What follows belongs to an exercise in optimizing a design on an open flow for small area; a production flow would make more cautious choices.
Where RTL was checked, it was by simulation tests only, not by an equivalence proof against the original.
Only the layout flow was run in run 2; the RTL was not checked for function there.

File: design.v
`timescale 1ns/1ps
`default_nettype none
module fir_fa (
    input  logic a,
    input  logic b,
    input  logic c,
    output logic s,
    output logic co
);
    assign s  = a ^ b ^ c;
    assign co = (a & b) | (a & c) | (b & c);
endmodule
`default_nettype wire
`timescale 1ns/1ps
`default_nettype none
module fir_ha (
    input  logic a,
    input  logic b,
    output logic s,
    output logic co
);
    assign s  = a ^ b;
    assign co = a & b;
endmodule
`default_nettype wire
`timescale 1ns/1ps
`default_nettype none
module fir_tap_chain (
    input  logic signed [15:0] x0, x2, x3, x4, x5, x6, x8,
    output logic [15:0] y_lo,      
    output logic [12:0] y_h0, y_h1,   
    output logic        y_c        
);
    logic signed [16:0] a, b, c;
    logic [28:0] r0, r1;
    logic a_c1;
    fir_ha u_a_ha0 (.a(x0[0]), .b(x8[0]), .s(a[0]), .co(a_c1));
    logic a_c2;
    fir_fa u_a_fa1 (.a(x0[1]), .b(x8[1]), .c(a_c1), .s(a[1]), .co(a_c2));
    logic a_c3;
    fir_fa u_a_fa2 (.a(x0[2]), .b(x8[2]), .c(a_c2), .s(a[2]), .co(a_c3));
    logic a_c4;
    fir_fa u_a_fa3 (.a(x0[3]), .b(x8[3]), .c(a_c3), .s(a[3]), .co(a_c4));
    logic a_c5;
    fir_ha u_a_ha4 (.a(x0[4]), .b(x8[4]), .s(a[4]), .co(a_c5));
    logic a_c6;
    fir_fa u_a_fa5 (.a(x0[5]), .b(x8[5]), .c(a_c5), .s(a[5]), .co(a_c6));
    logic a_c7;
    fir_fa u_a_fa6 (.a(x0[6]), .b(x8[6]), .c(a_c6), .s(a[6]), .co(a_c7));
    logic a_c8;
    fir_fa u_a_fa7 (.a(x0[7]), .b(x8[7]), .c(a_c7), .s(a[7]), .co(a_c8));
    logic a_c9;
    fir_ha u_a_ha8 (.a(x0[8]), .b(x8[8]), .s(a[8]), .co(a_c9));
    logic a_c10;
    fir_fa u_a_fa9 (.a(x0[9]), .b(x8[9]), .c(a_c9), .s(a[9]), .co(a_c10));
    logic a_c11;
    fir_fa u_a_fa10 (.a(x0[10]), .b(x8[10]), .c(a_c10), .s(a[10]), .co(a_c11));
    logic a_c12;
    fir_fa u_a_fa11 (.a(x0[11]), .b(x8[11]), .c(a_c11), .s(a[11]), .co(a_c12));
    logic a_c13;
    fir_ha u_a_ha12 (.a(x0[12]), .b(x8[12]), .s(a[12]), .co(a_c13));
    logic a_c14;
    fir_fa u_a_fa13 (.a(x0[13]), .b(x8[13]), .c(a_c13), .s(a[13]), .co(a_c14));
    logic a_c15;
    fir_fa u_a_fa14 (.a(x0[14]), .b(x8[14]), .c(a_c14), .s(a[14]), .co(a_c15));
    logic a_c16;
    fir_fa u_a_fa15 (.a(x0[15]), .b(x8[15]), .c(a_c15), .s(a[15]), .co(a_c16));
    assign a[16] = x0[15] ^ x8[15] ^ a_c16;
    logic b_c1;
    fir_ha u_b_ha0 (.a(x2[0]), .b(x6[0]), .s(b[0]), .co(b_c1));
    logic b_c2;
    fir_fa u_b_fa1 (.a(x2[1]), .b(x6[1]), .c(b_c1), .s(b[1]), .co(b_c2));
    logic b_c3;
    fir_fa u_b_fa2 (.a(x2[2]), .b(x6[2]), .c(b_c2), .s(b[2]), .co(b_c3));
    logic b_c4;
    fir_fa u_b_fa3 (.a(x2[3]), .b(x6[3]), .c(b_c3), .s(b[3]), .co(b_c4));
    logic b_c5;
    fir_ha u_b_ha4 (.a(x2[4]), .b(x6[4]), .s(b[4]), .co(b_c5));
    logic b_c6;
    fir_fa u_b_fa5 (.a(x2[5]), .b(x6[5]), .c(b_c5), .s(b[5]), .co(b_c6));
    logic b_c7;
    fir_fa u_b_fa6 (.a(x2[6]), .b(x6[6]), .c(b_c6), .s(b[6]), .co(b_c7));
    logic b_c8;
    fir_fa u_b_fa7 (.a(x2[7]), .b(x6[7]), .c(b_c7), .s(b[7]), .co(b_c8));
    logic b_c9;
    fir_ha u_b_ha8 (.a(x2[8]), .b(x6[8]), .s(b[8]), .co(b_c9));
    logic b_c10;
    fir_fa u_b_fa9 (.a(x2[9]), .b(x6[9]), .c(b_c9), .s(b[9]), .co(b_c10));
    logic b_c11;
    fir_fa u_b_fa10 (.a(x2[10]), .b(x6[10]), .c(b_c10), .s(b[10]), .co(b_c11));
    logic b_c12;
    fir_fa u_b_fa11 (.a(x2[11]), .b(x6[11]), .c(b_c11), .s(b[11]), .co(b_c12));
    logic b_c13;
    fir_ha u_b_ha12 (.a(x2[12]), .b(x6[12]), .s(b[12]), .co(b_c13));
    logic b_c14;
    fir_fa u_b_fa13 (.a(x2[13]), .b(x6[13]), .c(b_c13), .s(b[13]), .co(b_c14));
    logic b_c15;
    fir_fa u_b_fa14 (.a(x2[14]), .b(x6[14]), .c(b_c14), .s(b[14]), .co(b_c15));
    logic b_c16;
    fir_fa u_b_fa15 (.a(x2[15]), .b(x6[15]), .c(b_c15), .s(b[15]), .co(b_c16));
    assign b[16] = x2[15] ^ x6[15] ^ b_c16;
    logic c_c1;
    fir_ha u_c_ha0 (.a(x3[0]), .b(x5[0]), .s(c[0]), .co(c_c1));
    logic c_c2;
    fir_fa u_c_fa1 (.a(x3[1]), .b(x5[1]), .c(c_c1), .s(c[1]), .co(c_c2));
    logic c_c3;
    fir_fa u_c_fa2 (.a(x3[2]), .b(x5[2]), .c(c_c2), .s(c[2]), .co(c_c3));
    logic c_c4;
    fir_fa u_c_fa3 (.a(x3[3]), .b(x5[3]), .c(c_c3), .s(c[3]), .co(c_c4));
    logic c_c5;
    fir_ha u_c_ha4 (.a(x3[4]), .b(x5[4]), .s(c[4]), .co(c_c5));
    logic c_c6;
    fir_fa u_c_fa5 (.a(x3[5]), .b(x5[5]), .c(c_c5), .s(c[5]), .co(c_c6));
    logic c_c7;
    fir_fa u_c_fa6 (.a(x3[6]), .b(x5[6]), .c(c_c6), .s(c[6]), .co(c_c7));
    logic c_c8;
    fir_fa u_c_fa7 (.a(x3[7]), .b(x5[7]), .c(c_c7), .s(c[7]), .co(c_c8));
    logic c_c9;
    fir_ha u_c_ha8 (.a(x3[8]), .b(x5[8]), .s(c[8]), .co(c_c9));
    logic c_c10;
    fir_fa u_c_fa9 (.a(x3[9]), .b(x5[9]), .c(c_c9), .s(c[9]), .co(c_c10));
    logic c_c11;
    fir_fa u_c_fa10 (.a(x3[10]), .b(x5[10]), .c(c_c10), .s(c[10]), .co(c_c11));
    logic c_c12;
    fir_fa u_c_fa11 (.a(x3[11]), .b(x5[11]), .c(c_c11), .s(c[11]), .co(c_c12));
    logic c_c13;
    fir_ha u_c_ha12 (.a(x3[12]), .b(x5[12]), .s(c[12]), .co(c_c13));
    logic c_c14;
    fir_fa u_c_fa13 (.a(x3[13]), .b(x5[13]), .c(c_c13), .s(c[13]), .co(c_c14));
    logic c_c15;
    fir_fa u_c_fa14 (.a(x3[14]), .b(x5[14]), .c(c_c14), .s(c[14]), .co(c_c15));
    logic c_c16;
    fir_fa u_c_fa15 (.a(x3[15]), .b(x5[15]), .c(c_c15), .s(c[15]), .co(c_c16));
    assign c[16] = x3[15] ^ x5[15] ^ c_c16;
    logic hs0, hc0;
    fir_ha u_ha0 (.a(x4[2]), .b(b[4]), .s(hs0), .co(hc0));
    logic fs0, fc0;
    fir_fa u_fa0 (.a(x4[0]), .b(x4[3]), .c(1'b1), .s(fs0), .co(fc0));
    logic fs1, fc1;
    fir_fa u_fa1 (.a(a[4]), .b(a[8]), .c(c[8]), .s(fs1), .co(fc1));
    logic hs1, hc1;
    fir_ha u_ha1 (.a((~b[0])), .b(b[5]), .s(hs1), .co(hc1));
    logic fs2, fc2;
    fir_fa u_fa2 (.a(x4[0]), .b(x4[1]), .c(x4[4]), .s(fs2), .co(fc2));
    logic fs3, fc3;
    fir_fa u_fa3 (.a(1'b1), .b(b[4]), .c(b[8]), .s(fs3), .co(fc3));
    logic fs4, fc4;
    fir_fa u_fa4 (.a(c[0]), .b(a[5]), .c(a[9]), .s(fs4), .co(fc4));
    logic fs5, fc5;
    fir_fa u_fa5 (.a(c[9]), .b(b[6]), .c(b[10]), .s(fs5), .co(fc5));
    logic fs6, fc6;
    fir_fa u_fa6 (.a(x4[1]), .b(x4[2]), .c(x4[5]), .s(fs6), .co(fc6));
    logic fs7, fc7;
    fir_fa u_fa7 (.a(a[8]), .b(c[4]), .c((~c[8])), .s(fs7), .co(fc7));
    logic fs8, fc8;
    fir_fa u_fa8 (.a(b[5]), .b(b[9]), .c(c[1]), .s(fs8), .co(fc8));
    logic fs9, fc9;
    fir_fa u_fa9 (.a(a[6]), .b(a[10]), .c(c[10]), .s(fs9), .co(fc9));
    logic hs2, hc2;
    fir_ha u_ha2 (.a((~b[2])), .b(a_c8), .s(hs2), .co(hc2));
    logic fs10, fc10;
    fir_fa u_fa10 (.a(x4[2]), .b(x4[3]), .c(x4[6]), .s(fs10), .co(fc10));
    logic fs11, fc11;
    fir_fa u_fa11 (.a(1'b1), .b(b[8]), .c(b[12]), .s(fs11), .co(fc11));
    logic fs12, fc12;
    fir_fa u_fa12 (.a(a[9]), .b(c[5]), .c((~c[9])), .s(fs12), .co(fc12));
    logic fs13, fc13;
    fir_fa u_fa13 (.a(b[6]), .b(b[10]), .c(c[2]), .s(fs13), .co(fc13));
    logic fs14, fc14;
    fir_fa u_fa14 (.a(b_c8), .b(b_c12), .c(a[7]), .s(fs14), .co(fc14));
    logic fs15, fc15;
    fir_fa u_fa15 (.a(x4[3]), .b(x4[4]), .c(x4[7]), .s(fs15), .co(fc15));
    logic fs16, fc16;
    fir_fa u_fa16 (.a(a[8]), .b(a[12]), .c(c[12]), .s(fs16), .co(fc16));
    logic fs17, fc17;
    fir_fa u_fa17 (.a((~b[4])), .b(b[9]), .c(b[13]), .s(fs17), .co(fc17));
    logic fs18, fc18;
    fir_fa u_fa18 (.a(a[10]), .b(c[6]), .c((~c[10])), .s(fs18), .co(fc18));
    logic fs19, fc19;
    fir_fa u_fa19 (.a(a_c8), .b(a_c12), .c(c_c12), .s(fs19), .co(fc19));
    logic hs3, hc3;
    fir_ha u_ha3 (.a((~b_c4)), .b(b[7]), .s(hs3), .co(hc3));
    logic fs20, fc20;
    fir_fa u_fa20 (.a(x4[4]), .b(x4[5]), .c(x4[8]), .s(fs20), .co(fc20));
    logic fs21, fc21;
    fir_fa u_fa21 (.a(1'b1), .b(b[8]), .c(b[12]), .s(fs21), .co(fc21));
    logic fs22, fc22;
    fir_fa u_fa22 (.a(c[4]), .b(a[9]), .c(a[13]), .s(fs22), .co(fc22));
    logic fs23, fc23;
    fir_fa u_fa23 (.a(c[13]), .b(b[10]), .c(b[14]), .s(fs23), .co(fc23));
    logic fs24, fc24;
    fir_fa u_fa24 (.a(b_c8), .b(b_c12), .c(c_c4), .s(fs24), .co(fc24));
    logic fs25, fc25;
    fir_fa u_fa25 (.a((~b[5])), .b(a[11]), .c(c[7]), .s(fs25), .co(fc25));
    logic fs26, fc26;
    fir_fa u_fa26 (.a(x4[5]), .b(x4[6]), .c(x4[9]), .s(fs26), .co(fc26));
    logic fs27, fc27;
    fir_fa u_fa27 (.a(a[12]), .b(c[8]), .c((~c[12])), .s(fs27), .co(fc27));
    logic fs28, fc28;
    fir_fa u_fa28 (.a(b[9]), .b(b[13]), .c(c[5]), .s(fs28), .co(fc28));
    logic fs29, fc29;
    fir_fa u_fa29 (.a(a[10]), .b(a[14]), .c(c[14]), .s(fs29), .co(fc29));
    logic fs30, fc30;
    fir_fa u_fa30 (.a((~b[6])), .b(a_c12), .c(c_c8), .s(fs30), .co(fc30));
    logic hs4, hc4;
    fir_ha u_ha4 (.a((~c_c12)), .b(b[11]), .s(hs4), .co(hc4));
    logic fs31, fc31;
    fir_fa u_fa31 (.a(x4[6]), .b(x4[7]), .c(x4[10]), .s(fs31), .co(fc31));
    logic fs32, fc32;
    fir_fa u_fa32 (.a(b[12]), .b(a[13]), .c(c[9]), .s(fs32), .co(fc32));
    logic fs33, fc33;
    fir_fa u_fa33 (.a(b[10]), .b(b[14]), .c(c[6]), .s(fs33), .co(fc33));
    logic fs34, fc34;
    fir_fa u_fa34 (.a(b_c12), .b(a[11]), .c(a[15]), .s(fs34), .co(fc34));
    logic hs5, hc5;
    fir_ha u_ha5 (.a((~c[13])), .b((~b[7])), .s(hs5), .co(hc5));
    logic fs35, fc35;
    fir_fa u_fa35 (.a(x4[7]), .b(x4[8]), .c(x4[11]), .s(fs35), .co(fc35));
    logic fs36, fc36;
    fir_fa u_fa36 (.a(a[12]), .b((~b[8])), .c(b[13]), .s(fs36), .co(fc36));
    logic fs37, fc37;
    fir_fa u_fa37 (.a(a[14]), .b(c[10]), .c((~c[14])), .s(fs37), .co(fc37));
    logic fs38, fc38;
    fir_fa u_fa38 (.a(a_c12), .b(b[11]), .c(b[15]), .s(fs38), .co(fc38));
    logic fs39, fc39;
    fir_fa u_fa39 (.a(x4[8]), .b(x4[9]), .c(x4[12]), .s(fs39), .co(fc39));
    logic fs40, fc40;
    fir_fa u_fa40 (.a(1'b1), .b(b[12]), .c(c[8]), .s(fs40), .co(fc40));
    logic fs41, fc41;
    fir_fa u_fa41 (.a(a[13]), .b((~b[9])), .c(b[14]), .s(fs41), .co(fc41));
    logic fs42, fc42;
    fir_fa u_fa42 (.a(x4[9]), .b(x4[10]), .c(x4[13]), .s(fs42), .co(fc42));
    logic hs6, hc6;
    fir_ha u_ha6 (.a(a[0]), .b(a[4]), .s(hs6), .co(hc6));
    logic fs43, fc43;
    fir_fa u_fa43 (.a(x4[0]), .b(b[0]), .c(b[4]), .s(fs43), .co(fc43));
    logic hs7, hc7;
    fir_ha u_ha7 (.a(a[1]), .b(a[5]), .s(hs7), .co(hc7));
    logic fs44, fc44;
    fir_fa u_fa44 (.a((~x4[1])), .b(a[4]), .c(c[0]), .s(fs44), .co(fc44));
    logic fs45, fc45;
    fir_fa u_fa45 (.a((~c[4])), .b(b[1]), .c(b[5]), .s(fs45), .co(fc45));
    logic fs46, fc46;
    fir_fa u_fa46 (.a(a[2]), .b(a[6]), .c(c[6]), .s(fs46), .co(fc46));
    logic fs47, fc47;
    fir_fa u_fa47 (.a(x4[1]), .b(b[8]), .c(hs0), .s(fs47), .co(fc47));
    logic fs48, fc48;
    fir_fa u_fa48 (.a(a[5]), .b(c[1]), .c((~c[5])), .s(fs48), .co(fc48));
    logic fs49, fc49;
    fir_fa u_fa49 (.a(b[2]), .b(b[6]), .c(b_c4), .s(fs49), .co(fc49));
    logic hs8, hc8;
    fir_ha u_ha8 (.a(b_c8), .b(a[3]), .s(hs8), .co(hc8));
    logic fs50, fc50;
    fir_fa u_fa50 (.a(fs0), .b(hc0), .c(b[9]), .s(fs50), .co(fc50));
    logic fs51, fc51;
    fir_fa u_fa51 (.a(fs1), .b(hs1), .c(a[6]), .s(fs51), .co(fc51));
    logic fs52, fc52;
    fir_fa u_fa52 (.a(c[2]), .b(a_c4), .c(a_c8), .s(fs52), .co(fc52));
    logic fs53, fc53;
    fir_fa u_fa53 (.a(c_c8), .b(b[3]), .c(b[7]), .s(fs53), .co(fc53));
    logic fs54, fc54;
    fir_fa u_fa54 (.a(fc0), .b(fs2), .c(fc1), .s(fs54), .co(fc54));
    logic fs55, fc55;
    fir_fa u_fa55 (.a((~b[1])), .b(fs3), .c(hc1), .s(fs55), .co(fc55));
    logic fs56, fc56;
    fir_fa u_fa56 (.a(fs4), .b(b_c4), .c(b_c8), .s(fs56), .co(fc56));
    logic fs57, fc57;
    fir_fa u_fa57 (.a(a[7]), .b(c[3]), .c((~c[7])), .s(fs57), .co(fc57));
    logic fs58, fc58;
    fir_fa u_fa58 (.a(fc2), .b(fs6), .c(fc3), .s(fs58), .co(fc58));
    logic fs59, fc59;
    fir_fa u_fa59 (.a(fs7), .b(fc4), .c(fs8), .s(fs59), .co(fc59));
    logic fs60, fc60;
    fir_fa u_fa60 (.a(c_c4), .b(b[7]), .c(b[11]), .s(fs60), .co(fc60));
    logic fs61, fc61;
    fir_fa u_fa61 (.a(fc5), .b(fs9), .c(hs2), .s(fs61), .co(fc61));
    logic fs62, fc62;
    fir_fa u_fa62 (.a(fc6), .b(fs10), .c(fc7), .s(fs62), .co(fc62));
    logic fs63, fc63;
    fir_fa u_fa63 (.a(fs11), .b(fc8), .c(fs12), .s(fs63), .co(fc63));
    logic fs64, fc64;
    fir_fa u_fa64 (.a(a[11]), .b(c[11]), .c(fc9), .s(fs64), .co(fc64));
    logic fs65, fc65;
    fir_fa u_fa65 (.a((~b[3])), .b(hc2), .c(fs13), .s(fs65), .co(fc65));
    logic fs66, fc66;
    fir_fa u_fa66 (.a(fc10), .b(fs15), .c(fc11), .s(fs66), .co(fc66));
    logic fs67, fc67;
    fir_fa u_fa67 (.a(fs16), .b(fc12), .c(fs17), .s(fs67), .co(fc67));
    logic fs68, fc68;
    fir_fa u_fa68 (.a(b[11]), .b(c[3]), .c(fc13), .s(fs68), .co(fc68));
    logic fs69, fc69;
    fir_fa u_fa69 (.a(fs18), .b(hs3), .c(fs19), .s(fs69), .co(fc69));
    logic fs70, fc70;
    fir_fa u_fa70 (.a(fc15), .b(fs20), .c(fc16), .s(fs70), .co(fc70));
    logic fs71, fc71;
    fir_fa u_fa71 (.a(fs21), .b(fc17), .c(fs22), .s(fs71), .co(fc71));
    logic fs72, fc72;
    fir_fa u_fa72 (.a((~c[11])), .b(fc18), .c(fs23), .s(fs72), .co(fc72));
    logic fs73, fc73;
    fir_fa u_fa73 (.a(hc3), .b(fc19), .c(fs24), .s(fs73), .co(fc73));
    logic fs74, fc74;
    fir_fa u_fa74 (.a(fc20), .b(fs26), .c(fc21), .s(fs74), .co(fc74));
    logic fs75, fc75;
    fir_fa u_fa75 (.a(fs27), .b(fc22), .c(fs28), .s(fs75), .co(fc75));
    logic fs76, fc76;
    fir_fa u_fa76 (.a(b[15]), .b(fc23), .c(fs29), .s(fs76), .co(fc76));
    logic fs77, fc77;
    fir_fa u_fa77 (.a(fc24), .b(hs4), .c(fs30), .s(fs77), .co(fc77));
    logic fs78, fc78;
    fir_fa u_fa78 (.a(fc26), .b(fs31), .c(fc27), .s(fs78), .co(fc78));
    logic fs79, fc79;
    fir_fa u_fa79 (.a(fc28), .b(fs32), .c(c[15]), .s(fs79), .co(fc79));
    logic fs80, fc80;
    fir_fa u_fa80 (.a(fc29), .b(fs33), .c(hc4), .s(fs80), .co(fc80));
    logic fs81, fc81;
    fir_fa u_fa81 (.a(fc30), .b((~b[16])), .c(hs5), .s(fs81), .co(fc81));
    logic fs82, fc82;
    fir_fa u_fa82 (.a(fc31), .b(fs35), .c(fc32), .s(fs82), .co(fc82));
    logic fs83, fc83;
    fir_fa u_fa83 (.a(fs36), .b(c[7]), .c(fc33), .s(fs83), .co(fc83));
    logic fs84, fc84;
    fir_fa u_fa84 (.a(b_c8), .b(a[16]), .c(c[16]), .s(fs84), .co(fc84));
    logic fs85, fc85;
    fir_fa u_fa85 (.a(fs37), .b(hc5), .c(fc34), .s(fs85), .co(fc85));
    logic fs86, fc86;
    fir_fa u_fa86 (.a(fc35), .b(fs39), .c(fs40), .s(fs86), .co(fc86));
    logic fs87, fc87;
    fir_fa u_fa87 (.a(fc36), .b(b_c12), .c(c_c8), .s(fs87), .co(fc87));
    logic fs88, fc88;
    fir_fa u_fa88 (.a(a[15]), .b(c[11]), .c((~c[15])), .s(fs88), .co(fc88));
    logic fs89, fc89;
    fir_fa u_fa89 (.a(fc37), .b(fs41), .c(fc38), .s(fs89), .co(fc89));
    logic fs90, fc90;
    fir_fa u_fa90 (.a(c[12]), .b(fc39), .c(fs42), .s(fs90), .co(fc90));
    logic fs91, fc91;
    fir_fa u_fa91 (.a(fc40), .b(b[13]), .c(c[9]), .s(fs91), .co(fc91));
    logic fs92, fc92;
    fir_fa u_fa92 (.a(a[14]), .b((~b[10])), .c(c_c12), .s(fs92), .co(fc92));
    logic fs93, fc93;
    fir_fa u_fa93 (.a(b[15]), .b(fc41), .c(c[16]), .s(fs93), .co(fc93));
    logic fs94, fc94;
    fir_fa u_fa94 (.a(x4[10]), .b(x4[11]), .c(x4[14]), .s(fs94), .co(fc94));
    logic fs95, fc95;
    fir_fa u_fa95 (.a(1'b1), .b(fc42), .c(c[13]), .s(fs95), .co(fc95));
    logic fs96, fc96;
    fir_fa u_fa96 (.a(b[14]), .b(c[10]), .c(a[15]), .s(fs96), .co(fc96));
    logic fs97, fc97;
    fir_fa u_fa97 (.a(x4[11]), .b(x4[12]), .c(1'b1), .s(fs97), .co(fc97));
    logic fs98, fc98;
    fir_fa u_fa98 (.a(x4[15]), .b(b[12]), .c((~c[14])), .s(fs98), .co(fc98));
    logic fs99, fc99;
    fir_fa u_fa99 (.a(b[0]), .b(b[4]), .c(a[1]), .s(fs99), .co(fc99));
    logic fs100, fc100;
    fir_fa u_fa100 (.a(c[4]), .b(hs6), .c(b[1]), .s(fs100), .co(fc100));
    logic fs101, fc101;
    fir_fa u_fa101 (.a(b[5]), .b(a[2]), .c((~c[2])), .s(fs101), .co(fc101));
    logic fs102, fc102;
    fir_fa u_fa102 (.a(hc6), .b(c[5]), .c(fs43), .s(fs102), .co(fc102));
    logic fs103, fc103;
    fir_fa u_fa103 (.a(hs7), .b(b[2]), .c(b[6]), .s(fs103), .co(fc103));
    logic hs9, hc9;
    fir_ha u_ha9 (.a(b_c4), .b(a[3]), .s(hs9), .co(hc9));
    logic fs104, fc104;
    fir_fa u_fa104 (.a(fc43), .b(fs44), .c(hc7), .s(fs104), .co(fc104));
    logic fs105, fc105;
    fir_fa u_fa105 (.a(fs45), .b(a_c4), .c((~c_c4)), .s(fs105), .co(fc105));
    logic fs106, fc106;
    fir_fa u_fa106 (.a(b[3]), .b(b[7]), .c(fs46), .s(fs106), .co(fc106));
    logic fs107, fc107;
    fir_fa u_fa107 (.a(fc44), .b(fc45), .c(fs47), .s(fs107), .co(fc107));
    logic fs108, fc108;
    fir_fa u_fa108 (.a(fs48), .b(a[7]), .c(c[7]), .s(fs108), .co(fc108));
    logic fs109, fc109;
    fir_fa u_fa109 (.a(fc46), .b(hs8), .c(fs49), .s(fs109), .co(fc109));
    logic fs110, fc110;
    fir_fa u_fa110 (.a(fc47), .b(fc48), .c(fs50), .s(fs110), .co(fc110));
    logic fs111, fc111;
    fir_fa u_fa111 (.a(fs51), .b(hc8), .c(fc49), .s(fs111), .co(fc111));
    logic fs112, fc112;
    fir_fa u_fa112 (.a((~c[6])), .b(fs52), .c(fs53), .s(fs112), .co(fc112));
    logic fs113, fc113;
    fir_fa u_fa113 (.a(fc50), .b(fs54), .c(fs55), .s(fs113), .co(fc113));
    logic fs114, fc114;
    fir_fa u_fa114 (.a(fc51), .b(fs5), .c(fc52), .s(fs114), .co(fc114));
    logic fs115, fc115;
    fir_fa u_fa115 (.a(fs56), .b(fc53), .c(fs57), .s(fs115), .co(fc115));
    logic fs116, fc116;
    fir_fa u_fa116 (.a(fc54), .b(fs58), .c(fc55), .s(fs116), .co(fc116));
    logic fs117, fc117;
    fir_fa u_fa117 (.a((~c_c8)), .b(fc56), .c(fs59), .s(fs117), .co(fc117));
    logic fs118, fc118;
    fir_fa u_fa118 (.a(fc57), .b(fs60), .c(fs61), .s(fs118), .co(fc118));
    logic fs119, fc119;
    fir_fa u_fa119 (.a(fc58), .b(fs62), .c(fc59), .s(fs119), .co(fc119));
    logic fs120, fc120;
    fir_fa u_fa120 (.a(fs63), .b(fc60), .c(fs14), .s(fs120), .co(fc120));
    logic fs121, fc121;
    fir_fa u_fa121 (.a(fs64), .b(fc61), .c(fs65), .s(fs121), .co(fc121));
    logic fs122, fc122;
    fir_fa u_fa122 (.a(fc62), .b(fs66), .c(fc63), .s(fs122), .co(fc122));
    logic fs123, fc123;
    fir_fa u_fa123 (.a(fs67), .b(fc14), .c(fc64), .s(fs123), .co(fc123));
    logic fs124, fc124;
    fir_fa u_fa124 (.a(fs68), .b(fc65), .c(fs69), .s(fs124), .co(fc124));
    logic fs125, fc125;
    fir_fa u_fa125 (.a(fc66), .b(fs70), .c(fc67), .s(fs125), .co(fc125));
    logic fs126, fc126;
    fir_fa u_fa126 (.a(fs71), .b(fc68), .c(fs25), .s(fs126), .co(fc126));
    logic fs127, fc127;
    fir_fa u_fa127 (.a(fs72), .b(fc69), .c(fs73), .s(fs127), .co(fc127));
    logic fs128, fc128;
    fir_fa u_fa128 (.a(fc70), .b(fs74), .c(fc71), .s(fs128), .co(fc128));
    logic fs129, fc129;
    fir_fa u_fa129 (.a(fs75), .b(fc25), .c(fc72), .s(fs129), .co(fc129));
    logic fs130, fc130;
    fir_fa u_fa130 (.a(fs76), .b(fc73), .c(fs77), .s(fs130), .co(fc130));
    logic fs131, fc131;
    fir_fa u_fa131 (.a(fc74), .b(fs78), .c(fc75), .s(fs131), .co(fc131));
    logic fs132, fc132;
    fir_fa u_fa132 (.a(fs34), .b(fs79), .c(fc76), .s(fs132), .co(fc132));
    logic fs133, fc133;
    fir_fa u_fa133 (.a(fs80), .b(fc77), .c(fs81), .s(fs133), .co(fc133));
    logic fs134, fc134;
    fir_fa u_fa134 (.a(fc78), .b(fs82), .c(fc79), .s(fs134), .co(fc134));
    logic fs135, fc135;
    fir_fa u_fa135 (.a(fs38), .b(fs83), .c(fc80), .s(fs135), .co(fc135));
    logic fs136, fc136;
    fir_fa u_fa136 (.a(fc81), .b((~fs84)), .c(fs85), .s(fs136), .co(fc136));
    logic fs137, fc137;
    fir_fa u_fa137 (.a(fs86), .b(fc82), .c(fs87), .s(fs137), .co(fc137));
    logic fs138, fc138;
    fir_fa u_fa138 (.a((~b[16])), .b(fc83), .c(fs88), .s(fs138), .co(fc138));
    logic fs139, fc139;
    fir_fa u_fa139 (.a((~fc84)), .b(fc85), .c(fs89), .s(fs139), .co(fc139));
    logic fs140, fc140;
    fir_fa u_fa140 (.a(fs90), .b(fc86), .c(fs91), .s(fs140), .co(fc140));
    logic fs141, fc141;
    fir_fa u_fa141 (.a(fc87), .b((~a[16])), .c(fs92), .s(fs141), .co(fc141));
    logic fs142, fc142;
    fir_fa u_fa142 (.a(fc88), .b(fc89), .c(fs93), .s(fs142), .co(fc142));
    logic fs143, fc143;
    fir_fa u_fa143 (.a(fs94), .b(fc90), .c(fc91), .s(fs143), .co(fc143));
    logic fs144, fc144;
    fir_fa u_fa144 (.a(fs95), .b((~b[11])), .c(fc92), .s(fs144), .co(fc144));
    logic fs145, fc145;
    fir_fa u_fa145 (.a((~b[16])), .b(fs96), .c(fc93), .s(fs145), .co(fc145));
    logic fs146, fc146;
    fir_fa u_fa146 (.a(fc94), .b(fs97), .c(fc95), .s(fs146), .co(fc146));
    logic fs147, fc147;
    fir_fa u_fa147 (.a((~b_c12)), .b(b[15]), .c(c[11]), .s(fs147), .co(fc147));
    logic fs148, fc148;
    fir_fa u_fa148 (.a(fs98), .b(a[16]), .c((~fc96)), .s(fs148), .co(fc148));
    logic fs149, fc149;
    fir_fa u_fa149 (.a(x4[12]), .b(x4[13]), .c(c[12]), .s(fs149), .co(fc149));
    logic fs150, fc150;
    fir_fa u_fa150 (.a(fc97), .b((~b[13])), .c(c_c12), .s(fs150), .co(fc150));
    logic fs151, fc151;
    fir_fa u_fa151 (.a((~c[15])), .b(fc98), .c(b[16]), .s(fs151), .co(fc151));
    logic fs152, fc152;
    fir_fa u_fa152 (.a(x4[13]), .b(x4[14]), .c(1'b1), .s(fs152), .co(fc152));
    logic hs10, hc10;
    fir_ha u_ha10 (.a(c[13]), .b((~b[14])), .s(hs10), .co(hc10));
    logic hs11, hc11;
    fir_ha u_ha11 (.a(x4[14]), .b((~x4[15])), .s(hs11), .co(hc11));
    logic fs153, fc153;
    fir_fa u_fa153 (.a(a[0]), .b((~c[0])), .c(b[1]), .s(fs153), .co(fc153));
    logic hs12, hc12;
    fir_ha u_ha12 (.a(a[2]), .b(c[2]), .s(hs12), .co(hc12));
    logic fs154, fc154;
    fir_fa u_fa154 (.a((~c[1])), .b(b[2]), .c(fs99), .s(fs154), .co(fc154));
    logic fs155, fc155;
    fir_fa u_fa155 (.a(b_c4), .b(a[3]), .c(c[3]), .s(fs155), .co(fc155));
    logic fs156, fc156;
    fir_fa u_fa156 (.a(fc99), .b(fs100), .c(a_c4), .s(fs156), .co(fc156));
    logic fs157, fc157;
    fir_fa u_fa157 (.a(c_c4), .b(b[3]), .c(fs101), .s(fs157), .co(fc157));
    logic fs158, fc158;
    fir_fa u_fa158 (.a(fc100), .b(fs102), .c((~c[3])), .s(fs158), .co(fc158));
    logic fs159, fc159;
    fir_fa u_fa159 (.a(fc101), .b(fs103), .c(hs9), .s(fs159), .co(fc159));
    logic fs160, fc160;
    fir_fa u_fa160 (.a(fc102), .b(fs104), .c(fc103), .s(fs160), .co(fc160));
    logic fs161, fc161;
    fir_fa u_fa161 (.a(hc9), .b(fs105), .c(fs106), .s(fs161), .co(fc161));
    logic fs162, fc162;
    fir_fa u_fa162 (.a(fc104), .b(fs107), .c(fc105), .s(fs162), .co(fc162));
    logic fs163, fc163;
    fir_fa u_fa163 (.a(fs108), .b(fc106), .c(fs109), .s(fs163), .co(fc163));
    logic fs164, fc164;
    fir_fa u_fa164 (.a(fc107), .b(fs110), .c(fc108), .s(fs164), .co(fc164));
    logic fs165, fc165;
    fir_fa u_fa165 (.a(fs111), .b(fc109), .c(fs112), .s(fs165), .co(fc165));
    logic fs166, fc166;
    fir_fa u_fa166 (.a(fc110), .b(fs113), .c(fc111), .s(fs166), .co(fc166));
    logic fs167, fc167;
    fir_fa u_fa167 (.a(fs114), .b(fc112), .c(fs115), .s(fs167), .co(fc167));
    logic fs168, fc168;
    fir_fa u_fa168 (.a(fs116), .b(fc113), .c(fc114), .s(fs168), .co(fc168));
    logic fs169, fc169;
    fir_fa u_fa169 (.a(fs117), .b(fc115), .c(fs118), .s(fs169), .co(fc169));
    logic fs170, fc170;
    fir_fa u_fa170 (.a(fc116), .b(fs119), .c(fc117), .s(fs170), .co(fc170));
    logic fs171, fc171;
    fir_fa u_fa171 (.a(fs120), .b(fc118), .c(fs121), .s(fs171), .co(fc171));
    logic fs172, fc172;
    fir_fa u_fa172 (.a(fc119), .b(fs122), .c(fs123), .s(fs172), .co(fc172));
    logic fs173, fc173;
    fir_fa u_fa173 (.a(fc120), .b(fc121), .c(fs124), .s(fs173), .co(fc173));
    logic fs174, fc174;
    fir_fa u_fa174 (.a(fc122), .b(fs125), .c(fc123), .s(fs174), .co(fc174));
    logic fs175, fc175;
    fir_fa u_fa175 (.a(fs126), .b(fc124), .c(fs127), .s(fs175), .co(fc175));
    logic fs176, fc176;
    fir_fa u_fa176 (.a(fc125), .b(fs128), .c(fc126), .s(fs176), .co(fc176));
    logic fs177, fc177;
    fir_fa u_fa177 (.a(fs129), .b(fc127), .c(fs130), .s(fs177), .co(fc177));
    logic fs178, fc178;
    fir_fa u_fa178 (.a(fc128), .b(fs131), .c(fc129), .s(fs178), .co(fc178));
    logic fs179, fc179;
    fir_fa u_fa179 (.a(fs132), .b(fc130), .c(fs133), .s(fs179), .co(fc179));
    logic fs180, fc180;
    fir_fa u_fa180 (.a(fc131), .b(fs134), .c(fc132), .s(fs180), .co(fc180));
    logic fs181, fc181;
    fir_fa u_fa181 (.a(fs135), .b(fc133), .c(fs136), .s(fs181), .co(fc181));
    logic fs182, fc182;
    fir_fa u_fa182 (.a(fc134), .b(fs137), .c(fc135), .s(fs182), .co(fc182));
    logic fs183, fc183;
    fir_fa u_fa183 (.a(fs138), .b(fc136), .c(fs139), .s(fs183), .co(fc183));
    logic fs184, fc184;
    fir_fa u_fa184 (.a(fs140), .b(fc137), .c(fs141), .s(fs184), .co(fc184));
    logic fs185, fc185;
    fir_fa u_fa185 (.a(fc138), .b(fc139), .c(fs142), .s(fs185), .co(fc185));
    logic fs186, fc186;
    fir_fa u_fa186 (.a(fs143), .b(fc140), .c(fs144), .s(fs186), .co(fc186));
    logic fs187, fc187;
    fir_fa u_fa187 (.a(fc141), .b(fs145), .c(fc142), .s(fs187), .co(fc187));
    logic fs188, fc188;
    fir_fa u_fa188 (.a(fc143), .b(fs146), .c(fs147), .s(fs188), .co(fc188));
    logic fs189, fc189;
    fir_fa u_fa189 (.a(fc144), .b((~fs148)), .c(fc145), .s(fs189), .co(fc189));
    logic fs190, fc190;
    fir_fa u_fa190 (.a(fs149), .b(fc146), .c(fs150), .s(fs190), .co(fc190));
    logic fs191, fc191;
    fir_fa u_fa191 (.a((~fc147)), .b(fc148), .c(fs151), .s(fs191), .co(fc191));
    logic fs192, fc192;
    fir_fa u_fa192 (.a(fs152), .b(fc149), .c(hs10), .s(fs192), .co(fc192));
    logic fs193, fc193;
    fir_fa u_fa193 (.a((~fc150)), .b(c[16]), .c(fc151), .s(fs193), .co(fc193));
    logic fs194, fc194;
    fir_fa u_fa194 (.a(1'b1), .b(fc152), .c(hs11), .s(fs194), .co(fc194));
    logic fs195, fc195;
    fir_fa u_fa195 (.a(c[14]), .b(hc10), .c((~b[15])), .s(fs195), .co(fc195));
    logic fs196, fc196;
    fir_fa u_fa196 (.a((~x4[15])), .b(hc11), .c(c[15]), .s(fs196), .co(fc196));
    logic fs197, fc197;
    fir_fa u_fa197 (.a((~b[0])), .b(a[1]), .c(c[1]), .s(fs197), .co(fc197));
    logic fs198, fc198;
    fir_fa u_fa198 (.a(b[0]), .b(fs153), .c(hs12), .s(fs198), .co(fc198));
    logic fs199, fc199;
    fir_fa u_fa199 (.a(fc153), .b(hc12), .c(fs154), .s(fs199), .co(fc199));
    logic fs200, fc200;
    fir_fa u_fa200 (.a(fc154), .b(fs156), .c(fc155), .s(fs200), .co(fc200));
    logic fs201, fc201;
    fir_fa u_fa201 (.a(fc156), .b(fs158), .c(fc157), .s(fs201), .co(fc201));
    logic fs202, fc202;
    fir_fa u_fa202 (.a(fc158), .b(fs160), .c(fc159), .s(fs202), .co(fc202));
    logic fs203, fc203;
    fir_fa u_fa203 (.a(fc160), .b(fs162), .c(fc161), .s(fs203), .co(fc203));
    logic fs204, fc204;
    fir_fa u_fa204 (.a(fc162), .b(fs164), .c(fc163), .s(fs204), .co(fc204));
    logic fs205, fc205;
    fir_fa u_fa205 (.a(fc164), .b(fs166), .c(fc165), .s(fs205), .co(fc205));
    logic fs206, fc206;
    fir_fa u_fa206 (.a(fc166), .b(fs168), .c(fc167), .s(fs206), .co(fc206));
    logic fs207, fc207;
    fir_fa u_fa207 (.a(fc168), .b(fs170), .c(fc169), .s(fs207), .co(fc207));
    logic fs208, fc208;
    fir_fa u_fa208 (.a(fc170), .b(fs172), .c(fc171), .s(fs208), .co(fc208));
    logic fs209, fc209;
    fir_fa u_fa209 (.a(fs174), .b(fc172), .c(fc173), .s(fs209), .co(fc209));
    logic fs210, fc210;
    fir_fa u_fa210 (.a(fc174), .b(fs176), .c(fc175), .s(fs210), .co(fc210));
    logic fs211, fc211;
    fir_fa u_fa211 (.a(fc176), .b(fs178), .c(fc177), .s(fs211), .co(fc211));
    logic fs212, fc212;
    fir_fa u_fa212 (.a(fc178), .b(fs180), .c(fc179), .s(fs212), .co(fc212));
    logic fs213, fc213;
    fir_fa u_fa213 (.a(fc180), .b(fs182), .c(fc181), .s(fs213), .co(fc213));
    logic fs214, fc214;
    fir_fa u_fa214 (.a(fc182), .b(fs184), .c(fc183), .s(fs214), .co(fc214));
    logic fs215, fc215;
    fir_fa u_fa215 (.a(fs186), .b(fc184), .c(fs187), .s(fs215), .co(fc215));
    logic fs216, fc216;
    fir_fa u_fa216 (.a(fs188), .b(fc186), .c(fs189), .s(fs216), .co(fc216));
    logic fs217, fc217;
    fir_fa u_fa217 (.a(fs190), .b(fc188), .c((~fs191)), .s(fs217), .co(fc217));
    logic fs218, fc218;
    fir_fa u_fa218 (.a(fs192), .b(fc190), .c((~fs193)), .s(fs218), .co(fc218));
    logic fs219, fc219;
    fir_fa u_fa219 (.a(fs194), .b(fc192), .c(fs195), .s(fs219), .co(fc219));
    logic fs220, fc220;
    fir_fa u_fa220 (.a(fc194), .b(b[16]), .c(fc195), .s(fs220), .co(fc220));
    logic hs13, hc13;
    fir_ha u_ha13 (.a(c[0]), .b((~a[0])), .s(hs13), .co(hc13));
    logic fs221, fc221;
    fir_fa u_fa221 (.a(a[0]), .b(b[2]), .c(fs197), .s(fs221), .co(fc221));
    logic fs222, fc222;
    fir_fa u_fa222 (.a(fc197), .b(b[3]), .c(fs198), .s(fs222), .co(fc222));
    logic fs223, fc223;
    fir_fa u_fa223 (.a(fc198), .b(fs155), .c(fs199), .s(fs223), .co(fc223));
    logic fs224, fc224;
    fir_fa u_fa224 (.a(fc199), .b(fs157), .c(fs200), .s(fs224), .co(fc224));
    logic fs225, fc225;
    fir_fa u_fa225 (.a(fc200), .b(fs159), .c(fs201), .s(fs225), .co(fc225));
    logic fs226, fc226;
    fir_fa u_fa226 (.a(fc201), .b(fs161), .c(fs202), .s(fs226), .co(fc226));
    logic fs227, fc227;
    fir_fa u_fa227 (.a(fc202), .b(fs163), .c(fs203), .s(fs227), .co(fc227));
    logic fs228, fc228;
    fir_fa u_fa228 (.a(fc203), .b(fs165), .c(fs204), .s(fs228), .co(fc228));
    logic fs229, fc229;
    fir_fa u_fa229 (.a(fs167), .b(fc204), .c(fs205), .s(fs229), .co(fc229));
    logic fs230, fc230;
    fir_fa u_fa230 (.a(fs169), .b(fc205), .c(fs206), .s(fs230), .co(fc230));
    logic fs231, fc231;
    fir_fa u_fa231 (.a(fs171), .b(fc206), .c(fs207), .s(fs231), .co(fc231));
    logic fs232, fc232;
    fir_fa u_fa232 (.a(fs173), .b(fc207), .c(fs208), .s(fs232), .co(fc232));
    logic fs233, fc233;
    fir_fa u_fa233 (.a(fs175), .b(fc208), .c(fs209), .s(fs233), .co(fc233));
    logic fs234, fc234;
    fir_fa u_fa234 (.a(fs177), .b(fc209), .c(fs210), .s(fs234), .co(fc234));
    logic fs235, fc235;
    fir_fa u_fa235 (.a(fs179), .b(fc210), .c(fs211), .s(fs235), .co(fc235));
    logic fs236, fc236;
    fir_fa u_fa236 (.a(fs181), .b(fc211), .c(fs212), .s(fs236), .co(fc236));
    logic fs237, fc237;
    fir_fa u_fa237 (.a(fs183), .b(fc212), .c(fs213), .s(fs237), .co(fc237));
    logic fs238, fc238;
    fir_fa u_fa238 (.a(fs185), .b(fc213), .c(fs214), .s(fs238), .co(fc238));
    logic fs239, fc239;
    fir_fa u_fa239 (.a(fc185), .b(fc214), .c(fs215), .s(fs239), .co(fc239));
    logic fs240, fc240;
    fir_fa u_fa240 (.a(fc187), .b(fs216), .c(fc215), .s(fs240), .co(fc240));
    logic fs241, fc241;
    fir_fa u_fa241 (.a(fc189), .b(fs217), .c(fc216), .s(fs241), .co(fc241));
    logic fs242, fc242;
    fir_fa u_fa242 (.a((~fc191)), .b(fs218), .c(fc217), .s(fs242), .co(fc242));
    logic fs243, fc243;
    fir_fa u_fa243 (.a(fs219), .b((~fc193)), .c(fc218), .s(fs243), .co(fc243));
    logic fs244, fc244;
    fir_fa u_fa244 (.a(fs196), .b(fs220), .c(fc219), .s(fs244), .co(fc244));
    logic fs245, fc245;
    fir_fa u_fa245 (.a(fc196), .b(c[16]), .c(fc220), .s(fs245), .co(fc245));
    assign r0 = {1'b1, ~c[16], fs245, fs244, fs243, fs242, fs241, fs240, fs239, fs238, fs237, fs236, fs235, fs234, fs233, fs232, fs231, fs230, fs229, fs228, fs227, fs226, fs225, fs224, fs223, fs222, fs221, b[1], b[0]};
    assign r1 = {1'b0, fc245, fc244, fc243, fc242, fc241, fc240, fc239, fc238, fc237, fc236, fc235, fc234, fc233, fc232, fc231, fc230, fc229, fc228, fc227, fc226, fc225, fc224, fc223, fc222, fc221, hc13, hs13, 1'b0};
    assign {y_c, y_lo} = 17'(r0[15:0]) + 17'(r1[15:0]);
    assign y_h0 = r0[28:16];
    assign y_h1 = r1[28:16];
endmodule
`default_nettype wire
`timescale 1ns/1ps
`default_nettype none
module fir_fold_line #(
    parameter int              LINE_LEN = 16,
    parameter logic [15:0]     INV_MASK = 16'hE3FF
) (
    input  logic                       clk,
    input  logic                       step,
    input  logic                       warm8,
    input  logic signed [15:0]         head,
    output logic [LINE_LEN*16-1:0]     line
);
    logic [15:0] line_q [LINE_LEN];
    always_ff @(posedge clk) begin
        if (step) begin
            line_q[0] <= INV_MASK[0] ? ~head : head;
            for (int i = 1; i < LINE_LEN; i++) begin
                if (i == 8 && !warm8)
                    line_q[i] <= INV_MASK[i] ? 16'hFFFF : 16'h0000;
                else if (INV_MASK[i] != INV_MASK[i-1])
                    line_q[i] <= ~line_q[i-1];
                else
                    line_q[i] <= line_q[i-1];
            end
        end
    end
    for (genvar i = 0; i < LINE_LEN; i++) begin : g_out
        assign line[i*16 +: 16] = line_q[i];
    end
endmodule
`default_nettype wire
`timescale 1ns/1ps
`default_nettype none
module fir_flush_ctrl (
    input  logic clk,
    input  logic rst,
    input  logic in_valid,
    input  logic in_last,
    output logic step,
    output logic flushing,
    output logic warm8,        
    output logic out_valid,
    output logic out_last
);
    logic [3:0] flush_cnt;     
    logic [3:0] warm_cnt;      
    logic       flush_end_q;   
    assign step  = in_valid | flushing;
    assign warm8 = warm_cnt[3];
    always_ff @(posedge clk) begin
        if (rst) begin
            flushing  <= 1'b0;
            flush_cnt <= '0;
        end else if (flushing) begin
            flush_cnt <= flush_cnt + 1'b1;
            if (&flush_cnt) flushing <= 1'b0;
        end else if (in_valid && in_last) begin
            flushing <= 1'b1;
        end
    end
    always_ff @(posedge clk) begin
        if (rst) begin
            warm_cnt <= '0;
        end else if (step && !(warm_cnt[3] && warm_cnt[0])) begin
            warm_cnt <= warm_cnt + 1'b1;
        end
    end
    assign out_valid = step & warm_cnt[3] & warm_cnt[0];
    always_ff @(posedge clk) begin
        if (rst) begin
            flush_end_q <= 1'b0;
            out_last    <= 1'b0;
        end else begin
            flush_end_q <= flushing & (&flush_cnt);
            out_last    <= flush_end_q;
        end
    end
endmodule
`default_nettype wire
`timescale 1ns/1ps
`default_nettype none
module fir_sym_filter (
    input  logic               clk,
    input  logic               rst,
    input  logic               in_valid,
    input  logic               in_last,
    input  logic signed [15:0] in_sample,
    output logic               out_valid,
    output logic               out_last,
    output logic signed [31:0] out_sample
);
    logic               step;
    logic               flushing;
    logic               warm8;
    logic signed [15:0] head;
    logic [255:0]       line;
    logic [15:0]      y_lo, y_lo_q;       
    logic [12:0]      y_h0, y_h1;         
    logic [12:0]      y_h0_q, y_h1_q;
    logic               y_c, y_c_q;         
    logic [28:0]        y_sum;
    fir_flush_ctrl u_ctrl (
        .clk       (clk),
        .rst       (rst),
        .in_valid  (in_valid),
        .in_last   (in_last),
        .step      (step),
        .flushing  (flushing),
        .warm8     (warm8),
        .out_valid (out_valid),
        .out_last  (out_last)
    );
    assign head = (in_valid && !flushing) ? in_sample : '0;
    fir_fold_line #(.LINE_LEN(16)) u_line (
        .clk   (clk),
        .step  (step),
        .warm8 (warm8),
        .head  (head),
        .line  (line)
    );
    fir_tap_chain u_sum (
        .x0 (line[7*16  +: 16]),
        .x2 (line[9*16  +: 16]),
        .x3 (line[10*16 +: 16]),
        .x4 (line[11*16 +: 16]),
        .x5 (line[12*16 +: 16]),
        .x6 (line[13*16 +: 16]),
        .x8 (line[15*16 +: 16]),
        .y_lo (y_lo),
        .y_h0 (y_h0),
        .y_h1 (y_h1),
        .y_c  (y_c)
    );
    always_ff @(posedge clk) begin
        if (step) begin
            y_lo_q <= y_lo;
            y_h0_q <= y_h0;
            y_h1_q <= y_h1;
            y_c_q  <= y_c;
        end
    end
    assign y_sum      = {y_h0_q + y_h1_q + 13'(y_c_q), y_lo_q};
    assign out_sample = {{3{y_sum[28]}}, y_sum};
endmodule
`default_nettype wire
File: run.sh
#!/bin/bash
# synth_recipe.tcl (not shown) runs the flow's synth.tcl, then flattens the netlist and writes it again
# the make line also repeats each setting of config.mk as NAME=value (left out here)
make -C /OpenROAD-flow-scripts/flow DESIGN_CONFIG=/design/flow/config.mk WORK_HOME=/design/flow/orfs CLKGATE_MAP_FILE= SYNTH_SCRIPT=/design/flow/synth_recipe.tcl finish
File: config.mk
export PLATFORM = sky130hd
export DESIGN_NAME = fir_sym_filter
export DESIGN_NICKNAME = fir_sym_filter
export VERILOG_FILES = /design/flow/design.v
export SDC_FILE = /design/flow/constraint.sdc
export NUM_CORES = 4
export LEC_CHECK = 0
export CAP_MARGIN = 20
export CORE_MARGIN = 2
export CORE_UTILIZATION = 40
export CTS_BUF_LIST = sky130_fd_sc_hd__clkbuf_4 sky130_fd_sc_hd__clkbuf_8
export CTS_CLUSTER_DIAMETER = 60
export CTS_CLUSTER_SIZE = 20
export SLEW_MARGIN = 20
export SYNTH_HIERARCHICAL = 1
export SYNTH_MINIMUM_KEEP_SIZE = 0
File: constraint.sdc
create_clock -name core_clock -period 6.5 [get_ports {clk}]
set_input_delay 1.3000 -clock core_clock [delete_from_list [all_inputs] [get_ports {clk}]]
set_output_delay 1.3000 -clock core_clock [all_outputs]
set_load 0.01 [all_outputs]
==> results.yml, run 1 <==
drt:
  drt_iter0_drc: 411
  first_pass_iters: 4
  drt-wirelength-per-cell_um: 17.7
  vias: 7602
  drc: 0
  wl_um: 29200
  ant_nets: 0
  vias_per_cell: 4.60
synthesis:
  yosys.area.top_type: "edfxtp_1"
  synth_area_um2: 17500
  yosys_warnings: 10
  synth_top_area_share_pct: 51.3
  synthDistinctLibCells: 51
  ys_dominant_reg_cell: "edfxtp_1"
  ys_seq_area_share_pct: 52.6
  synthArstFlopShare_pct: 0
  ys_top_cells_by_area: "edfxtp_1 (51%), fa_1 (33%), ha_1 (3.9%)"
  synth_edf_count: 299
  ys_seq_elements: 310
  syn_area_per_cell_um2: 18.0
  synthCells: 974
setup_path:
  reg2reg_to: "y_lo_q[15]$_DFFE_PP_"
  cpMostUsedCell: "fa_1"
  critPathSlowestCell: "fa_1"
  critPathMaxStageDelay_ns: 0.62
  crit_type: "reg -> reg"
  cp-end-kind: "flip-flop"
  r2r_slack_ns: 0.48
  r2r-start: "u_line.line_q[10][4]$_DFFE_PP_"
  cp_max_fo: 4
  crit_buf_inv: 0
  rr_worst_depth: 16
  crit_family: "adder cells"
  cp_cell_sequence: "ha_1 > fa_1 > fa_1 > fa_1 > fa_1 > fa_1 > fa_1 > fa_1 > fa_1 > ha_1 > a21oi_1 > o21ai_0 > and2_1 > a31o_1 > a221oi_2 > xnor2_1"
  worstSetupStartpointType: "flip-flop"
  cp.required_ns: 6.88
  critical_path_arrival_ns: 6.40
sta:
  fin_skew_ns: 0.0226
  timing.fmax_mhz: 166
  worst_pin_slew_ns: 0.949
  timing.setup.tns_ns: 0
  hold-worst-slack_ns: 0.407
  timing.final.crit_share_pct: 92.7
  rsz0062_at_grt: "no"
  finalHoldViolCount: 0
  setup_viol: 0
  max_slew_margin_pct: 36.7
  report.final.slew_viol_count: 0
  post-route-min-period_ns: 6.02
status:
  outcome: "complete, no violations"
hold_path:
  min-delay-start: "u_line.line_q[4][0]$_DFFE_PP_"
  hold_end: "u_line.line_q[5][0]$_DFFE_PP_"
  hp-class: "reg -> reg"
  whs_path_depth: 0
placed_design:
  dp.final_hpwl_um: 22200
  placed_cell_area_um2: 18600
  port_buffers: 53
  globalplace.congestion: 0.824
global_route:
  antenna_found_initial: 0
  grt-ovfl-total: 0
  grt_pass1_vias: 8479
  grt_usage_pct: 13.6
  grt_pass1_wl_um: 46400
  grt_max_degree: 89
clocking:
  root_buffer: "clkbuf_8"
  cts_tree: "built"
  numClockSinks: 310
  ctsHoldBuffers: 0
  clk_pin_slew_worst_paths_ns: 0.11
  cts_buffer_depth: 3
  insertion_delay_ns: 0.64
  cts_buffers: 29
  ctsResizeCount: 0
  post_cts_buffers: 0
  htreeDepth: 1
layout:
  layout-area-overhead-vs-synth_pct: 10.6
  diodes: 0
  finalInstanceArea_um2: 19300
  utilization_pct: 44.9
  layout.nets: 1403
  drive_gt1_share_pct: 7.22
floorplanning:
  rows: 76
  initial_core_util_pct: 40.6
  fp.coreArea_um2: 43100
  io_pins: 54
  die_width_um: 213
  die-area_um2: 45400
  die-height_um: 213
run:
  maxCapViolations: 0
## kinds of logic (layout without fill, tap and decap cells)
family                   Yosys count  in the layout  share of synthesized area [%]
buffers and inverters            141            224                           3.74
other                              2             11                         0.0429
AND/OR/NAND/NOR                   88             88                           2.88
adder cells (fa/ha/maj)          339            339                           36.5
XOR/XNOR                          32             32                           1.60
multiplexers                       2              2                          0.114
AO/OA/AOI/OAI                     60             60                           2.55
flip-flops                       310            310                           52.6
## per-module statistics from Yosys, one instance, submodules excluded, a selection
module / area (µm²) / times used / cells inside
fir_tap_chain: 1100 / 1 / 169
fir_fa: 20.0 / 282 / 1
fir_flush_ctrl: 459 / 1 / 46
fir_ha: 12.5 / 26 / 1
fir_sym_filter: 1980 / 1 / 130
## metal layers
metal  part of all wire [%]  vias to the layer above  routed length, µm  global-route usage (%)
li1                       -                     3406                  -                       -
met1                     45                     4037              13300                    18.8
met2                     48                      114              14000                    22.4
met3                    3.7                       45               1070                    2.04
met4                    3.0                        0                862                    4.10
met5                      0                        -                  0                       0
## per-stage QoR
stage	cells	worst slack, ns
2_1_floorplan	983	0.783
3_3_place_gp	1597	0.604
3_5_place_dp	1597	0.565
4_1_cts	1650	0.506
5_1_grt	1651	0.174
6_report	1651	0.478
## flip-flops by register name, indices dropped and copies added, names as in the netlist
name	cells
u_ctrl.out_last	1
y_lo_q	16
u_ctrl.flush_cnt	4
u_ctrl.flush_end_q	1
u_ctrl.flushing	1
y_h1_q	13
y_h0_q	13
y_c_q	1
u_ctrl.warm_cnt	4
u_line.line_q	256
## worst max-delay path by stage
stage                                        start              endpoint  slack (ns)  cells after the start
floorplan            u_line.line_q[9][0]$_DFFE_PP_  y_lo_q[15]$_DFFE_PP_        0.78                     16
global placement    u_line.line_q[10][4]$_DFFE_PP_  y_lo_q[15]$_DFFE_PP_        0.60                     16
detailed placement  u_line.line_q[10][4]$_DFFE_PP_  y_lo_q[15]$_DFFE_PP_        0.57                     16
CTS                  u_line.line_q[9][4]$_DFFE_PP_  y_lo_q[14]$_DFFE_PP_        0.51                     16
global route        u_line.line_q[10][4]$_DFFE_PP_  y_lo_q[15]$_DFFE_PP_        0.17                     16
finish              u_line.line_q[10][4]$_DFFE_PP_  y_lo_q[15]$_DFFE_PP_        0.48                     16
## worst reg2reg max path, cell delays in order (launching register included)
cell and delay (ns):
edfxtp_1 0.40, ha_1 0.22, fa_1 0.39, fa_1 0.40, fa_1 0.57, fa_1 0.63, fa_1 0.43, fa_1 0.40
fa_1 0.51, fa_1 0.41, ha_1 0.33, a21oi_1 0.15, o21ai_0 0.11, and2_1 0.19, a31o_1 0.22, a221oi_2 0.29
xnor2_1 0.10
## synthesized netlist by cell type, types with 3 or more instances
library cell,instances
a211oi_1,5
a21o_1,10
a21oi_1,20
and2_1,19
buf_4,29
dfxtp_1,11
edfxtp_1,299
fa_1,285
ha_1,54
inv_1,107
nand2_1,8
nand2b_1,15
nand3_1,3
nor2_1,19
nor2b_1,3
nor3_1,4
o21ai_0,5
or2b_1,5
xnor2_1,22
xor2_1,10
## cell type report
cell class / count / area [µm²]
clock inverters: 23 / 300
well taps: 585 / 732
inverters: 107 / 402
clock buffers: 30 / 407
multi-input cells: 532 / 7680
fillers: 3777 / 23700
repair buffers: 64 / 626
flip-flops and latches: 310 / 9200
## cell usage in the layout (no fill, tap or decap), drive strengths merged, types with 8 or more instances in the layout
master and instances:
and2 19, a21oi 21, edfxtp 299, buf 11, fa 285, xor2 10, nand2b 15, o21ai 8
clkinv 9, clkdlybuf4s50 53, ha 54, clkbuf 30, xnor2 22, nand2 8, nor2 19, conb 11
inv 117, a21o 10, dfxtp 11
==> run 2, diff against run 1 <==
--- a/design.v
+++ b/design.v
@@ -28,6 +28,6 @@
 module fir_tap_chain (
     input  logic signed [15:0] x0, x2, x3, x4, x5, x6, x8,
-    output logic [15:0] y_lo,      
-    output logic [12:0] y_h0, y_h1,   
+    output logic [19:0] y_lo,      
+    output logic [8:0] y_h0, y_h1,   
     output logic        y_c        
 );
@@ -655,7 +655,7 @@
     assign r0 = {1'b1, ~c[16], fs245, fs244, fs243, fs242, fs241, fs240, fs239, fs238, fs237, fs236, fs235, fs234, fs233, fs232, fs231, fs230, fs229, fs228, fs227, fs226, fs225, fs224, fs223, fs222, fs221, b[1], b[0]};
     assign r1 = {1'b0, fc245, fc244, fc243, fc242, fc241, fc240, fc239, fc238, fc237, fc236, fc235, fc234, fc233, fc232, fc231, fc230, fc229, fc228, fc227, fc226, fc225, fc224, fc223, fc222, fc221, hc13, hs13, 1'b0};
-    assign {y_c, y_lo} = 17'(r0[15:0]) + 17'(r1[15:0]);
-    assign y_h0 = r0[28:16];
-    assign y_h1 = r1[28:16];
+    assign {y_c, y_lo} = 21'(r0[19:0]) + 21'(r1[19:0]);
+    assign y_h0 = r0[28:20];
+    assign y_h1 = r1[28:20];
 endmodule
 `default_nettype wire
@@ -756,7 +756,7 @@
     logic signed [15:0] head;
     logic [255:0]       line;
-    logic [15:0]      y_lo, y_lo_q;       
-    logic [12:0]      y_h0, y_h1;         
-    logic [12:0]      y_h0_q, y_h1_q;
+    logic [19:0]      y_lo, y_lo_q;       
+    logic [8:0]      y_h0, y_h1;         
+    logic [8:0]      y_h0_q, y_h1_q;
     logic               y_c, y_c_q;         
     logic [28:0]        y_sum;
@@ -801,5 +801,5 @@
         end
     end
-    assign y_sum      = {y_h0_q + y_h1_q + 13'(y_c_q), y_lo_q};
+    assign y_sum      = {y_h0_q + y_h1_q + 9'(y_c_q), y_lo_q};
     assign out_sample = {{3{y_sum[28]}}, y_sum};
 endmodule
==> run 2 against run 1 <==
Net effect:
- global-route usage increased by 0.71 points
- clock-buffer cell count increased by 1
- largest cell class unchanged
- synthesized area decreased by 0.26%
==> results.yml, run 2 <==
status:
  outcome: "complete, no violations"
setup_path:
  reg2reg_to: "y_lo_q[18]$_DFFE_PP_"
  cpMostUsedCell: "fa_1"
  crit_type: "reg -> reg"
  critPathSlowestCell: "fa_1"
  cp_max_fo: 6
  rr_worst_depth: 16
  critical_path_arrival_ns: 6.69
  r2r_slack_ns: 0.20
  r2r-start: "u_line.line_q[7][8]$_DFFE_PP_"
  cp-end-kind: "flip-flop"
  cp.required_ns: 6.89
  crit_buf_inv: 0
  cp_cell_sequence: "ha_1 > fa_1 > fa_2 > fa_2 > fa_1 > fa_1 > fa_1 > fa_1 > fa_1 > fa_1 > ha_1 > a21o_2 > a31oi_2 > o211ai_1 > o311ai_2 > nor3_1"
  crit_family: "adder cells"
  setup.worst_path.start: "u_line.line_q[7][8]$_DFFE_PP_"
  path_depth: 16
  worstSetupStartpointType: "flip-flop"
  cp-endpoint: "y_lo_q[18]$_DFFE_PP_"
  critPathMaxStageDelay_ns: 0.58
clocking:
  htreeDepth: 1
  numClockSinks: 306
  cts_tree: "built"
  clk_pin_slew_worst_paths_ns: 0.11
  cts_buffers: 26
  root_buffer: "clkbuf_8"
  cts_buffer_depth: 3
  insertion_delay_ns: 0.64
global_route:
  grt-ovfl-total: 0
  grt_max_degree: 189
  antenna_found_initial: 0
  grt_pass1_vias: 8803
  grt_pass1_wl_um: 48900
  grt_usage_pct: 14.3
synthesis:
  synth_top_area_share_pct: 50.8
  syn_area_per_cell_um2: 17.7
  yosys.area.top_type: "edfxtp_1"
  yosys_warnings: 10
  ys_dominant_reg_cell: "edfxtp_1"
  yosys-top-cells-count: "edfxtp_1 (295), fa_1 (285), inv_1 (108), ha_1 (54)"
  synth_edf_count: 295
  synthArstFlopShare_pct: 0
  synth_area_um2: 17400
  synth.most_common_cell: "edfxtp_1"
  ys_seq_area_share_pct: 52.0
  synthCells: 987
  synthDistinctLibCells: 59
  ys_seq_elements: 306
  ys_top_cells_by_area: "edfxtp_1 (51%), fa_1 (33%), ha_1 (3.9%)"
drt:
  wl_um: 30400
  drt-wirelength-per-cell_um: 18.1
  vias_per_cell: 4.69
  vias: 7870
  ant_nets: 0
  drt_iter0_drc: 569
  drc: 0
  first_pass_iters: 5
sta:
  timing.final.crit_share_pct: 97.0
  post-route-min-period_ns: 6.30
  setup_viol: 0
  hold-worst-slack_ns: 0.401
  max_slew_margin_pct: 36.8
  timing.fmax_mhz: 159
  report.final.slew_viol_count: 0
  timing.setup.tns_ns: 0
  worst_pin_slew_ns: 0.948
  fin_skew_ns: 0.0437
  finalHoldViolCount: 0
layout:
  multi_input_area_um2: 7850
  layout.nets: 1434
  top_register: "u_line.line_q"
  diodes: 0
  largest_register_ffs: 256
  regArea_um2: 9080
  final_cell_mix: "edfxtp_1 (295), fa_1 (275), inv_1 (108), ha_1 (53), clkdlybuf4s50_1 (53)"
  layout-area-overhead-vs-synth_pct: 11.6
  drive_gt1_share_pct: 9.60
  top_regs: "u_line.line_q: 256 flops, y_lo_q: 20 flops"
  final_common_cell: "edfxtp_1"
  fillers: 3738
placed_design:
  port_buffers: 53
  dp.final_hpwl_um: 23700
  globalplace.congestion: 0.847
floorplanning:
  rows: 76
  die-area_um2: 45300
  die-height_um: 213
  io_pins: 54
  die_width_um: 213
  initial_core_util_pct: 40.5
  fp.coreArea_um2: 43100
run:
  maxCapViolations: 0
hold_path:
  hp-class: "reg -> reg"
-- run 2: cell count changes in the layout (fill, tap and decap cells not counted), moves of 4 or more --
cell,change
nand2_1,+6
nor3_1,+5
a211oi_1,-4
o21ai_0,+4
buf_4,+15
clkbuf_4,+4
edfxtp_1,-4
xnor2_1,-4
fa_2,+10
fa_1,-10
-- run 2: routing by layer --
| metal | GRT usage [%] | share of wire (%) | routed length (µm) | up-vias |
|---|---|---|---|---|
| met3 | 2.56 | 3.8 | 1150 | 41 |
| met5 | 0 | 0 | 0 | - |
| li1 | - | - | - | 3513 |
| met1 | 19.9 | 46 | 13900 | 4179 |
| met4 | 3.42 | 2.0 | 595 | 0 |
| met2 | 23.6 | 49 | 14800 | 137 |
-- run 2: worst min path at each step --
stage	slack [ns]	from	depth (start not counted)	to
floorplan	0.40	u_line.line_q[14][0]$_DFFE_PP_	0	u_line.line_q[15][0]$_DFFE_PP_
global placement	0.40	u_line.line_q[6][7]$_DFFE_PP_	0	u_line.line_q[7][7]$_DFFE_PP_
detailed placement	0.40	u_line.line_q[14][13]$_DFFE_PP_	0	u_line.line_q[15][13]$_DFFE_PP_
CTS	0.40	u_line.line_q[2][2]$_DFFE_PP_	0	u_line.line_q[3][2]$_DFFE_PP_
global route	0.40	u_line.line_q[2][2]$_DFFE_PP_	0	u_line.line_q[3][2]$_DFFE_PP_
finish	0.40	u_line.line_q[3][3]$_DFFE_PP_	0	u_line.line_q[4][3]$_DFFE_PP_
-- run 2: worst register-to-register path: stages (launching register included) --
cell      delay, ns
edfxtp_1       0.41
ha_1           0.23
fa_1           0.40
fa_2           0.40
fa_2           0.44
fa_1           0.46
fa_1           0.58
fa_1           0.43
fa_1           0.40
fa_1           0.51
fa_1           0.42
ha_1           0.39
a21o_2         0.25
a31oi_2        0.20
o211ai_1       0.17
o311ai_2       0.29
nor3_1         0.07
-- run 2: final cells by class --
type,count,share of cell area (%)
Clock inverter,16,1.32
Timing Repair Buffer,80,3.89
Clock buffer,31,2.03
Inverter,108,2.08
Sequential cell,306,46.6
Multi-Input combinational cell,553,40.3
Tap cell,585,3.76
-- run 2: modules after synthesis, one instance, submodules excluded, a selection --
module	flops+latches	times used	cell area (µm²)
fir_tap_chain	0	1	1380
fir_ha	0	26	12.5
fir_fa	0	282	20.0
fir_sym_filter	39	1	1660
fir_flush_ctrl	11	1	459
-- run 2: repair_timing --
action | 4_1_cts | 5_1_grt
resized for setup | 0 | 19
hold buffers | 0 | 0
setup buffers | 0 | 3
endpoints found under the hold margin | 0 | 0
endpoints found under the setup margin | 0 | 5
-- run 2: cells by family after synthesis --
kind of cell,Yosys count,share of synthesized area [%]
AO/OA/AOI/OAI,73,2.96
buffers and inverters,137,3.61
other,2,0.0430
multiplexers,5,0.294
flip-flops,306,52.0
AND/OR/NAND/NOR,96,3.03
XOR/XNOR,29,1.46
adder cells (fa/ha/maj),339,36.6
-- run 2: stage by stage --
stage	instances	cell area (µm²)	util, %	setup slack [ns]
after global placement	1629	18700	43.4	0.203
after CTS	1676	19400	45.0	0.0157
after floorplan	996	17500	-	0.0807
after detailed placement	1629	18700	43.4	0.0409
after global routing	1679	19500	45.2	-0.0357
final	1679	19500	45.2	0.197

[separate check: timing with driven ports]
How much do the figures lean on ideal ports? The routed layouts below were timed once more, with nothing changed but the port constraints.
Step 1 sets driving cells, clkbuf_16 on the clock port and buf_2 on the other inputs (assumed; they add their load-dependent delay and slew).
Step 2 adds t to the input delays and takes it off the output delays; t is the mean of the earliest and latest rising clock arrival at the registers after step 1. Input paths then give back, and output paths get back, about the clock's delay inside the block.
a / b / c = ideal ports / drivers / drivers and shift; a / b = the first two.
| run | shift t [ns] | setup slack, ns | hold slack, ns |
|---|---|---|---|
| run 1 | 0.677 | 0.478 / 0.478 / 0.478 | 0.407 / 0.407 / 0.407 |
| run 2 | 0.670 | 0.197 / 0.197 / 0.197 | 0.401 / 0.401 / 0.401 |
After both steps every run listed still meets setup and hold.
